Background: an optimization exercise with open tools, aiming at small area. Do not read the settings as production practice. Power figures rest on the tool's default switching activity, not on a simulated workload.

Setup of rev 12:
// pipe_core
module pipe_core (
    input  logic        clk,
    input  logic        rst,
    input  logic        in_valid,
    input  logic [15:0] in_instr,
    output logic        in_ready,
    output logic        trace_valid,
    output logic [75:0] trace,
    input  logic        trace_ready
);
For scale: roughly 1900 cells after synthesis, about 610 flip-flops, ~98 I/O pins.
Settings: LEC_CHECK=0, ABC_AREA=1, CAP_MARGIN=0, CORE_MARGIN=2, CORE_UTILIZATION=40, GPL_TIMING_DRIVEN=0, SLEW_MARGIN=0; clock period 5.5 ns.
standard.sh (not shown) runs the stock make flow with config.mk's settings and CLKGATE_MAP_FILE= SYNTH_SCRIPT=/design/flow/synth_recipe.tcl, a recipe that flattens the netlist after the stock synthesis.
==> flow/flow/run.sh <==
#!/bin/bash
# Standard layout (the standard.sh), with these changes:
#  - synthesis buffers are removed before global placement,
#  - the clock tree uses clkbuf_4/clkbuf_8, no dummy loads, clusters of 16,
#  - ports get the smallest buffer (buf_1).
export PRE_GLOBAL_PLACE_TCL="$PWD/flow/pre_gpl.tcl"
export CTS_ARGS="-sink_clustering_enable -repair_clock_nets -dont_use_dummy_load -buf_list {sky130_fd_sc_hd__clkbuf_4 sky130_fd_sc_hd__clkbuf_8} -sink_clustering_size 16 -sink_clustering_max_diameter 60"
export BUFFER_PORTS_ARGS="-buffer_cell sky130_fd_sc_hd__buf_1"
bash standard.sh > standard.log 2>&1
==> flow/flow/pre_gpl.tcl <==
remove_buffers
Input-level comparison between rev 13 and rev 12:
Settings: an added PLACE_DENSITY of 0.8.
==> comparison <==
On area of the multi-input gates: rev 13 sits below rev 12.
Of rev 13 and rev 12, the run reporting the higher leakage power was rev 13.
As far as total detailed-routing wirelength is concerned, rev 12 and rev 13 perform about the same.
Rev 13 vs rev 12, last element of the critical path: regs[19]$_DFFE_PP_ vs regs[109]$_DFFE_PP_
No functional check of the RTL was part of any run of this note.

The RTL this note starts from:
==> flow/design.v <==
package pipe_pkg;
    localparam int N_REGS    = 8;
    localparam int MEM_WORDS = 16;
endpackage
`timescale 1ns/10ps
module pipe_core (
    input  logic        clk,
    input  logic        rst,
    input  logic        in_valid,
    input  logic [15:0] in_instr,
    output logic        in_ready,
    output logic        trace_valid,
    output logic [75:0] trace,
    input  logic        trace_ready
);
    localparam logic [3:0] OP_ADD  = 4'd1;
    localparam logic [3:0] OP_SUB  = 4'd2;
    localparam logic [3:0] OP_ADDI = 4'd3;
    localparam logic [3:0] OP_LD   = 4'd4;
    localparam logic [3:0] OP_ST   = 4'd5;
    function automatic logic [15:0] rreg(input logic [7:1][15:0] r, input logic [2:0] ad);
        case (ad)
            3'd1:    rreg = r[1];
            3'd2:    rreg = r[2];
            3'd3:    rreg = r[3];
            3'd4:    rreg = r[4];
            3'd5:    rreg = r[5];
            3'd6:    rreg = r[6];
            3'd7:    rreg = r[7];
            default: rreg = 16'd0;
        endcase
    endfunction
    function automatic logic [3:0] bump(input logic [3:0] c);
        bump = (c == 4'hf) ? c : c + 4'd1;
    endfunction
    logic [15:0] now;
    logic        hold;
    logic        stall;
    logic        f_v, d_v, x_v, m_v;
    logic [15:0] f_i, d_i, x_i, m_i;
    logic [15:0] f_c, d_c, x_c, m_c;
    logic [3:0]  f_s, d_s, x_s, m_s;
    logic [7:0]  t_seq;
    logic [15:0] t_i, t_res, t_fc, t_rc;
    logic [3:0]  t_s;
    assign trace = {t_seq, t_i, t_res, t_fc, t_rc, t_s};
    assign hold  = trace_valid && !trace_ready;
    logic [3:0] f_op;
    logic       f_rs_use, f_rt_use, f_rd_use;
    always_comb begin
        f_op     = f_i[15:12];
        f_rs_use = (f_op >= OP_ADD) && (f_op <= OP_ST);
        f_rt_use = (f_op == OP_ADD) || (f_op == OP_SUB);
        f_rd_use = (f_op == OP_ST);
    end
    assign stall = d_v && (d_i[15:12] == OP_LD) && (d_i[11:9] != 3'd0) && f_v
                   && ((f_rs_use && f_i[8:6] == d_i[11:9])
                       || (f_rt_use && f_i[5:3] == d_i[11:9])
                       || (f_rd_use && f_i[11:9] == d_i[11:9]));
    assign in_ready = !hold && !stall;
    always_ff @(posedge clk) begin
        if (rst) now <= '0;
        else     now <= now + 16'd1;
    end
    always_ff @(posedge clk) begin
        if (rst) begin
            f_v <= 1'b0;
            d_v <= 1'b0;
            x_v <= 1'b0;
            m_v <= 1'b0;
        end else if (!hold) begin
            f_v <= stall ? f_v : in_valid;
            d_v <= f_v && !stall;
            x_v <= d_v;
            m_v <= x_v;
        end
    end
    always_ff @(posedge clk) begin
        if (in_ready) begin
            f_i <= in_instr;
            f_c <= now;
        end
        f_s <= in_ready ? 4'd0 : bump(f_s);
        if (!hold) begin
            d_i <= f_i;
            d_c <= f_c;
            x_i <= d_i;
            x_c <= d_c;
            m_i <= x_i;
            m_c <= x_c;
        end
        d_s <= hold ? bump(d_s) : f_s;
        x_s <= hold ? bump(x_s) : d_s;
        m_s <= hold ? bump(m_s) : x_s;
    end
    logic [7:1][15:0] regs;
    logic [15:0] mem_n [16];
    logic [3:0]  op;
    logic [2:0]  rd, rs, rt, p2;
    logic        is_add, is_sub, is_addi, is_ld, is_st, is_alu, wr;
    logic [15:0] a, b2, bop, sum, res;
    logic [16:0] sum_c;
    logic [3:0]  addr;
    always_comb begin
        op      = m_i[15:12];
        rd      = m_i[11:9];
        rs      = m_i[8:6];
        rt      = m_i[5:3];
        is_add  = (op == OP_ADD);
        is_sub  = (op == OP_SUB);
        is_addi = (op == OP_ADDI);
        is_ld   = (op == OP_LD);
        is_st   = (op == OP_ST);
        is_alu  = is_add || is_sub || is_addi;
        wr      = is_alu || is_ld;
        p2      = is_st ? rd : rt;
        a       = rreg(regs, rs);
        b2      = rst ? 16'd0 : rreg(regs, p2);
        addr    = a[3:0] + m_i[3:0];
        bop     = (is_add || is_sub) ? b2 : {{10{m_i[5]}}, m_i[5:0]};
        sum_c   = {a, 1'b1} + {bop ^ {16{is_sub}}, is_sub};
        sum     = sum_c[16:1];
        res     = ({16{is_ld && !rst}} & ~mem_n[addr])
                | ({16{is_st}} & b2)
                | ({16{is_alu && !rst}} & sum);
    end
    logic        retire;
    logic [15:0] r_wdata, m_wdata;
    assign retire  = m_v && !hold;
    assign r_wdata = res;
    assign m_wdata = b2;
    always_ff @(posedge clk) begin
        for (int i = 1; i < 8; i++) begin
            if (rst || (retire && wr && rd == 3'(i))) regs[i] <= r_wdata;
        end
    end
    always_ff @(posedge clk) begin
        for (int i = 0; i < 16; i++) begin
            if (rst || (retire && is_st && addr == 4'(i))) mem_n[i] <= ~m_wdata;
        end
    end
    always_ff @(posedge clk) begin
        if (rst) trace_valid <= 1'b0;
        else if (!hold) trace_valid <= m_v;
    end
    always_ff @(posedge clk) begin
        if (rst) t_seq <= 8'hff;
        else     t_seq <= t_seq + {7'd0, retire};
    end
    always_ff @(posedge clk) begin
        if (!hold) begin
            t_i   <= m_i;
            t_res <= res;
            t_fc  <= m_c;
            t_rc  <= now;
            t_s   <= m_s;
        end
    end
endmodule
clock: 5.5 ns
lec_check: 0
abc_area: 1
cap_margin: 0
core_margin: 2
core_utilization: 40
slew_margin: 0
==> flow/flow/run.sh <==
#!/bin/bash
# Standard layout with a leaner clock tree (no dummy loads, smaller
# buffers) and the smallest buffer on the ports.
export CTS_ARGS="-sink_clustering_enable -repair_clock_nets -dont_use_dummy_load -buf_list {sky130_fd_sc_hd__clkbuf_16} -sink_clustering_size 30 -sink_clustering_max_diameter 80"
export BUFFER_PORTS_ARGS="-buffer_cell sky130_fd_sc_hd__buf_1"
bash standard.sh > standard.log 2>&1
The starting point completed with no timing, DRC or antenna violations.
==> next run, changes <==
==> flow/flow/run.sh (replaced) <==
#!/bin/bash
# Standard layout with a leaner clock tree (no dummy loads, smaller
# buffers) and the smallest buffer on the ports.
export CTS_ARGS="-sink_clustering_enable -repair_clock_nets -dont_use_dummy_load -buf_list {sky130_fd_sc_hd__clkbuf_4 sky130_fd_sc_hd__clkbuf_8} -sink_clustering_size 16 -sink_clustering_max_diameter 60"
export BUFFER_PORTS_ARGS="-buffer_cell sky130_fd_sc_hd__buf_1"
bash standard.sh > standard.log 2>&1
Outcome: The new run produced a clean layout; total power drops by 3.2%; wire length grows by 0.39%; final cell count grows by 0.56%; non-clock buffer count does not change; clock-buffer cell count rises by 15.
No run of this note included a check of the RTL's function; only the layout flow was run.

[port drivers added, routing unchanged]
No port has a modelled driver above. Below, the same layouts with a new extraction and two added sets of constraints. Step 1 assumes that a clkbuf_16 drives the clock port and a buf_2 every other input. Step 2 times the ports against the registers' clock, not the clock port: input delays grow and output delays shrink by t, the midpoint of the rising clock arrivals with the driver on. Three values: ideal ports, drivers, drivers and shift; two values: the first two.
run	shift t [ns]	setup WS [ns]	worst setup path at the end
rev 12	0.679	0.240 / 0.240 / -0.188	input to register
rev 13	0.676	0.159 / 0.159 / -0.125	input to register
the first run of note 2	0.589	0.315 / 0.315 / 0.315	register to register
the second run of note 2	0.683	0.298 / 0.298 / 0.298	register to register
With both steps, setup timing fails in rev 12 and rev 13, where it was met with ideal ports. The setup slack of rev 12, which loses most, moves by 0.000 ns with the drivers and by -0.428 ns with both steps.
